Context: an optimization exercise on an open-source flow, tuned for small area. The choices shown serve that exercise and are no tape-out recipe. The RTL was checked by simulation tests, not by an equivalence proof against the original design.

==> job 2800 <==
==> flow/design.v (excerpt) <==
module mac_nch_acc #(
    parameter int DW     = 18,
    parameter int CW     = 28,
    parameter int NCH    = 4,
    parameter int GUARD  = 2,
    parameter int OSHIFT = 24,
    parameter int OW     = 20
) (
    input  logic                         clk,
    input  logic                         rst,
    input  logic                         iv,
    input  logic [DW-1:0]                din,
    input  logic [CW-1:0]                cin,
    input  logic [((NCH <= 1) ? 1 : $clog2(NCH))-1:0]     ch,
    input  logic                         first,
    input  logic                         last,
    output logic [OW-1:0]                dout,
    output logic [((NCH <= 1) ? 1 : $clog2(NCH))-1:0]     och,
    output logic                         ov,
    output logic                         ovf
);
export LEC_CHECK = 0
export ABC_AREA = 1
export CAP_MARGIN = 20
export CORE_MARGIN = 2
export CORE_UTILIZATION = 60
export CTS_BUF_LIST = sky130_fd_sc_hd__clkbuf_4
export SLEW_MARGIN = 20
export SYNTH_HIERARCHICAL = 1
export SYNTH_MINIMUM_KEEP_SIZE = 0
create_clock -name core_clock -period 7.5 [get_ports {clk}]
standard.sh (not shown) runs the stock make flow with config.mk's settings and CLKGATE_MAP_FILE= SYNTH_SCRIPT=/design/flow/synth_recipe.tcl, a recipe that flattens the netlist after the stock synthesis.
==> flow/flow/run.sh <==
#!/bin/bash
# Layout flow: the standard flow (standard.sh, with the standard synthesis
# unchanged) with
#  - plain buf_1 port buffers instead of the default delay-cell port buffers,
#  - clock tree synthesis without dummy loads, with clkbuf_4 buffers and
#    clusters of at most 10 sinks within 40 um.
# Each make run's full output goes to its own log file in this folder; ORFS's
# per-step logs are under orfs/logs/.
set -euo pipefail
bash standard.sh synth > flow_synth.log 2>&1
bash standard.sh \
    "BUFFER_PORTS_ARGS=-buffer_cell sky130_fd_sc_hd__buf_1" \
    "CTS_ARGS=-sink_clustering_enable -repair_clock_nets -dont_use_dummy_load -buf_list sky130_fd_sc_hd__clkbuf_4 -sink_clustering_size 10 -sink_clustering_max_diameter 40" \
    finish > flow_layout.log 2>&1
==> job 5335: changes against job 2800 <==
--- a/flow/design.v
+++ b/flow/design.v
@@ -384,35 +384,41 @@
     logic              v1, f1, l1;
     logic [1:0]        ch1;
     logic [NR-2:0]     q0, q1;           
     logic [2:0]        qt;               
     logic [CW-1:0]     c1;
-    logic [NR-2:0]     rs0, rs1;
-    logic              rc;
+    logic [NR-1:0]     cy;               
+    logic [NR-2:0]     pg, pp0;
+    logic [NR-2:0]     g1, p1, g2, p2, g3;
     always_comb begin
-        logic cy;
-        cy = 1'b0;
         for (int i = 0; i < NR - 1; i++) begin
-            rs0[i] = din[2*i] ^ cy;
-            rs1[i] = din[2*i+1] ^ (din[2*i] & cy);
-            cy     = din[2*i+1] & (din[2*i] | cy);
+            pg[i]  = din[2*i+1] & din[2*i];    
+            pp0[i] = din[2*i+1];               
+        end
+        for (int i = 0; i < NR - 1; i++) begin
+            g1[i] = (i >= 1) ? pg[i] | (pp0[i] & pg[i-1]) : pg[i];
+            p1[i] = (i >= 1) ? pp0[i] & pp0[i-1] : pp0[i];
+        end
+        for (int i = 0; i < NR - 1; i++) begin
+            g2[i] = (i >= 2) ? g1[i] | (p1[i] & g1[i-2]) : g1[i];
+            p2[i] = (i >= 2) ? p1[i] & p1[i-2] : p1[i];
+        end
+        for (int i = 0; i < NR - 1; i++)
+            g3[i] = (i >= 4) ? g2[i] | (p2[i] & g2[i-4]) : g2[i];
+        cy[0] = 1'b0;
+        for (int i = 1; i < NR; i++) cy[i] = g3[i-1];
+        for (int i = 0; i < NR - 1; i++) begin
+            q0[i] = din[2*i] ^ cy[i];
+            q1[i] = din[2*i+1] ^ (din[2*i] & cy[i]);
         end
-        rc = cy;
-    end
-    always_ff @(posedge clk or posedge rst) begin
-        if (rst) v1 <= 1'b0;
-        else     v1 <= iv;
-    end
-    always_ff @(posedge clk) begin
-        f1  <= first;
-        l1  <= last;
-        ch1 <= ch;
-        q0  <= rs0;
-        q1  <= rs1;
-        qt  <= {din[DW-1], din[DW-2], rc};
-        c1  <= cin;
     end
+    assign qt  = {din[DW-1], din[DW-2], cy[NR-1]};
+    assign c1  = cin;
+    assign v1  = iv;
+    assign f1  = first;
+    assign l1  = last;
+    assign ch1 = ch;
     logic [AW-1:0] acc0, acc1, acc2, acc3;
     logic [3:0]    z;
     logic [AW-1:0] accsel, arow, sum;
     always_comb begin
         case (ch1)
@@ -1308,39 +1314,43 @@
         .halfn (b2),
         .restn (o2),
         .dout (rs_dout),
         .ovf  (rs_ovf)
     );
-    logic          v3, v4;
-    logic [1:0]    ch3, ch4;
-    logic [OW:0]   r3, r4;
+    logic          v3, v4, v5;
+    logic [1:0]    ch3, ch4, ch5;
+    logic [OW:0]   r3, r4, r5;
     always_ff @(posedge clk or posedge rst) begin
         if (rst) begin
             v3 <= 1'b0;
             v4 <= 1'b0;
+            v5 <= 1'b0;
         end else begin
             v3 <= v2;
             v4 <= v3;
+            v5 <= v4;
         end
     end
     always_ff @(posedge clk) begin
         ch3 <= ch2;
         r3  <= {rs_ovf, rs_dout};
         ch4 <= ch3;
         r4  <= r3;
+        ch5 <= ch4;
+        r5  <= r4;
     end
     always_ff @(posedge clk or posedge rst) begin
         if (rst) begin
             dout <= '0;
             och  <= '0;
             ovf  <= 1'b0;
             ov   <= 1'b0;
         end else begin
-            ov <= v4;
-            if (v4) begin
-                dout <= r4[OW-1:0];
-                ovf  <= r4[OW];
-                och  <= ch4;
+            ov <= v5;
+            if (v5) begin
+                dout <= r5[OW-1:0];
+                ovf  <= r5[OW];
+                och  <= ch5;
             end
         end
     end
 endmodule
==> job 6322: changes against job 2800 <==
--- a/flow/design.v
+++ b/flow/design.v
@@ -381,63 +381,62 @@
     localparam int AW = DW + CW + GUARD;    
     localparam int NR = DW / 2;             
     localparam int HW = AW - OSHIFT;        
     logic              v1, f1, l1;
     logic [1:0]        ch1;
-    logic [NR-2:0]     q0, q1;           
-    logic [2:0]        qt;               
+    logic [3:0]        rd1;              
+    logic [NR-1:0]     one, two, m1;
+    logic              m2t;              
     logic [CW-1:0]     c1;
-    logic [NR-2:0]     rs0, rs1;
-    logic              rc;
+    logic [NR-1:0]     rone, rtwo, rm1;
+    logic              rm2t;
     always_comb begin
-        logic cy;
+        logic cy, s0, s1;
         cy = 1'b0;
         for (int i = 0; i < NR - 1; i++) begin
-            rs0[i] = din[2*i] ^ cy;
-            rs1[i] = din[2*i+1] ^ (din[2*i] & cy);
-            cy     = din[2*i+1] & (din[2*i] | cy);
+            s0 = din[2*i] ^ cy;
+            s1 = din[2*i+1] ^ (din[2*i] & cy);
+            cy = din[2*i+1] & (din[2*i] | cy);
+            rone[i] = ~s1 & s0;
+            rtwo[i] = s1 & ~s0;
+            rm1[i]  = s1 & s0;
         end
-        rc = cy;
+        rone[NR-1] = ~din[DW-1] & (din[DW-2] ^ cy);
+        rtwo[NR-1] = ~din[DW-1] & din[DW-2] & cy;
+        rm1[NR-1]  = din[DW-1] & (din[DW-2] ^ cy);
+        rm2t       = din[DW-1] & ~din[DW-2] & ~cy;
     end
     always_ff @(posedge clk or posedge rst) begin
         if (rst) v1 <= 1'b0;
         else     v1 <= iv;
     end
     always_ff @(posedge clk) begin
+        rd1 <= rdsel;
         f1  <= first;
         l1  <= last;
         ch1 <= ch;
-        q0  <= rs0;
-        q1  <= rs1;
-        qt  <= {din[DW-1], din[DW-2], rc};
+        one <= rone;
+        two <= rtwo;
+        m1  <= rm1;
+        m2t <= rm2t;
         c1  <= cin;
     end
     logic [AW-1:0] acc0, acc1, acc2, acc3;
-    logic [3:0]    z;
-    logic [AW-1:0] accsel, arow, sum;
+    logic [3:0]    z, znext, rdsel;
+    logic [AW-1:0] arow, sum;
     always_comb begin
-        case (ch1)
-            2'd0:    accsel = acc0;
-            2'd1:    accsel = acc1;
-            2'd2:    accsel = acc2;
-            default: accsel = acc3;
-        endcase
+        znext = z;
+        if (v1) znext[ch1] = 1'b0;
+        for (int c = 0; c < 4; c++)
+            rdsel[c] = (ch == 2'(c)) & ~first & ~znext[c];
     end
-    assign arow = (f1 | z[ch1]) ? '1 : accsel;
-    logic [NR-1:0]    one, two, m1, m2, ppt, neg;
+    assign arow = ~(({AW{rd1[0]}} & ~acc0) | ({AW{rd1[1]}} & ~acc1) |
+                    ({AW{rd1[2]}} & ~acc2) | ({AW{rd1[3]}} & ~acc3));
+    logic [NR-1:0]    m2, ppt, neg;
     logic [NR*CW-1:0] pp;
+    assign m2 = {m2t, {(NR-1){1'b0}}};
     always_comb begin
-        for (int i = 0; i < NR - 1; i++) begin
-            one[i] = ~q1[i] & q0[i];
-            two[i] = q1[i] & ~q0[i];
-            m1[i]  = q1[i] & q0[i];
-            m2[i]  = 1'b0;
-        end
-        one[NR-1] = ~qt[2] & (qt[1] ^ qt[0]);
-        two[NR-1] = ~qt[2] & qt[1] & qt[0];
-        m1[NR-1]  = qt[2] & (qt[1] ^ qt[0]);
-        m2[NR-1]  = qt[2] & ~qt[1] & ~qt[0];
         for (int i = 0; i < NR; i++) begin
             for (int j = 0; j < CW; j++)
                 pp[i*CW+j] = ~((one[i] & c1[j]) | (m1[i] & ~c1[j]) |
                                (two[i] & ((j == 0) ? 1'b0 : c1[j-1])) |
                                (m2[i] & ((j == 0) ? 1'b1 : ~c1[j-1])));
@@ -1283,11 +1282,11 @@
         if (v1 && ch1 == 2'd2) acc2 <= sum;
         if (v1 && ch1 == 2'd3) acc3 <= sum;
     end
     always_ff @(posedge clk or posedge rst) begin
         if (rst) z <= 4'hf;
-        else if (v1) z[ch1] <= 1'b0;
+        else     z <= znext;
     end
     logic          v2;
     logic [1:0]    ch2;
     logic [HW-1:0] h2;
     logic          b2, o2;
- ABC_AREA: 1 -> default
- CTS_BUF_LIST: sky130_fd_sc_hd__clkbuf_4 -> default
==> comparison table <==
Run status: job 5335 timing/DRC/antenna clean; job 6322 timing/DRC/antenna clean; job 2800 timing/DRC/antenna clean
Relative area of clock buffers and inverters in the final design: job 5335 1.217%; job 6322 1.608%; job 2800 1.407%
Clock buffer count from CTS: job 5335 44; job 6322 52; job 2800 47
Met2 wirelength from detailed routing: job 5335 30910 um; job 6322 25380 um; job 2800 27280 um
Sinks on Clock Net: job 5335 321; job 6322 361; job 2800 349
Chip width: job 5335 200.9 um; job 6322 200.7 um; job 2800 204.4 um
Filler instances: job 5335 2890; job 6322 3111; job 2800 3270
Startpoint of the worst-slack reg-to-reg timing path: job 5335 z[3]; job 6322 m1[2]; job 2800 ch1[1]
Levels on crit path: job 5335 32; job 6322 20; job 2800 24
Full die area: job 5335 40340 um^2; job 6322 40280 um^2; job 2800 41770 um^2
Adder and majority gate portion of the synthesized area: job 5335 28.85%; job 6322 27.98%; job 2800 28.21%
Cell count of the worst reg-to-reg path: job 5335 25; job 6322 20; job 2800 24
Most frequent cell after synthesis: job 5335 nand2_1; job 6322 nor2_1; job 2800 nor2_1
Share of synthesized area spent on multiplexers: job 5335 1.114%; job 6322 2.620%; job 2800 1.075%
Critical-path maximum fanout: job 5335 12; job 6322 20; job 2800 23
Global-route wire length before repair: job 5335 105400 um; job 6322 93860 um; job 2800 98540 um
Final standard cell utilization of the core: job 5335 70.58%; job 6322 63.25%; job 2800 63.26%

## afterwards: timing with drivers on the ports
How much do the figures lean on ideal ports? The routed layouts below were timed once more, with nothing changed but the port constraints. Step 1 assumes that a clkbuf_16 drives the clock port and a buf_2 every other input. Step 2 adds t to the input delays and takes it off the output delays; t is the mean of the earliest and latest rising clock arrival at the registers after step 1. Input paths then give back, and output paths get back, about the clock's delay inside the block. Three values: ideal, step 1, step 2; two values: the first two.
| run | t, ns | setup WS [ns] | hold slack, ns | slew at the worst register clock pin (ns) | worst slew at a driven data input, ns |
|---|---|---|---|---|---|
| job 2800 | 0.784 | 1.006 / 1.006 / 1.006 | 0.329 / 0.329 / 0.329 | 0.11 / 0.11 | 0.05 |
| job 5335 | 0.764 | 0.162 / 0.178 / -0.586 | 0.306 / 0.306 / 0.306 | 0.11 / 0.11 | 0.10 |
| job 6322 | 0.796 | 0.575 / 0.575 / 0.575 | 0.292 / 0.292 / 0.292 | 0.11 / 0.11 | 0.04 |
With both steps, setup timing fails in job 5335, where it was met with ideal ports. The setup slack of job 5335, which loses most, moves by +0.016 ns with the drivers and by -0.748 ns with both steps.
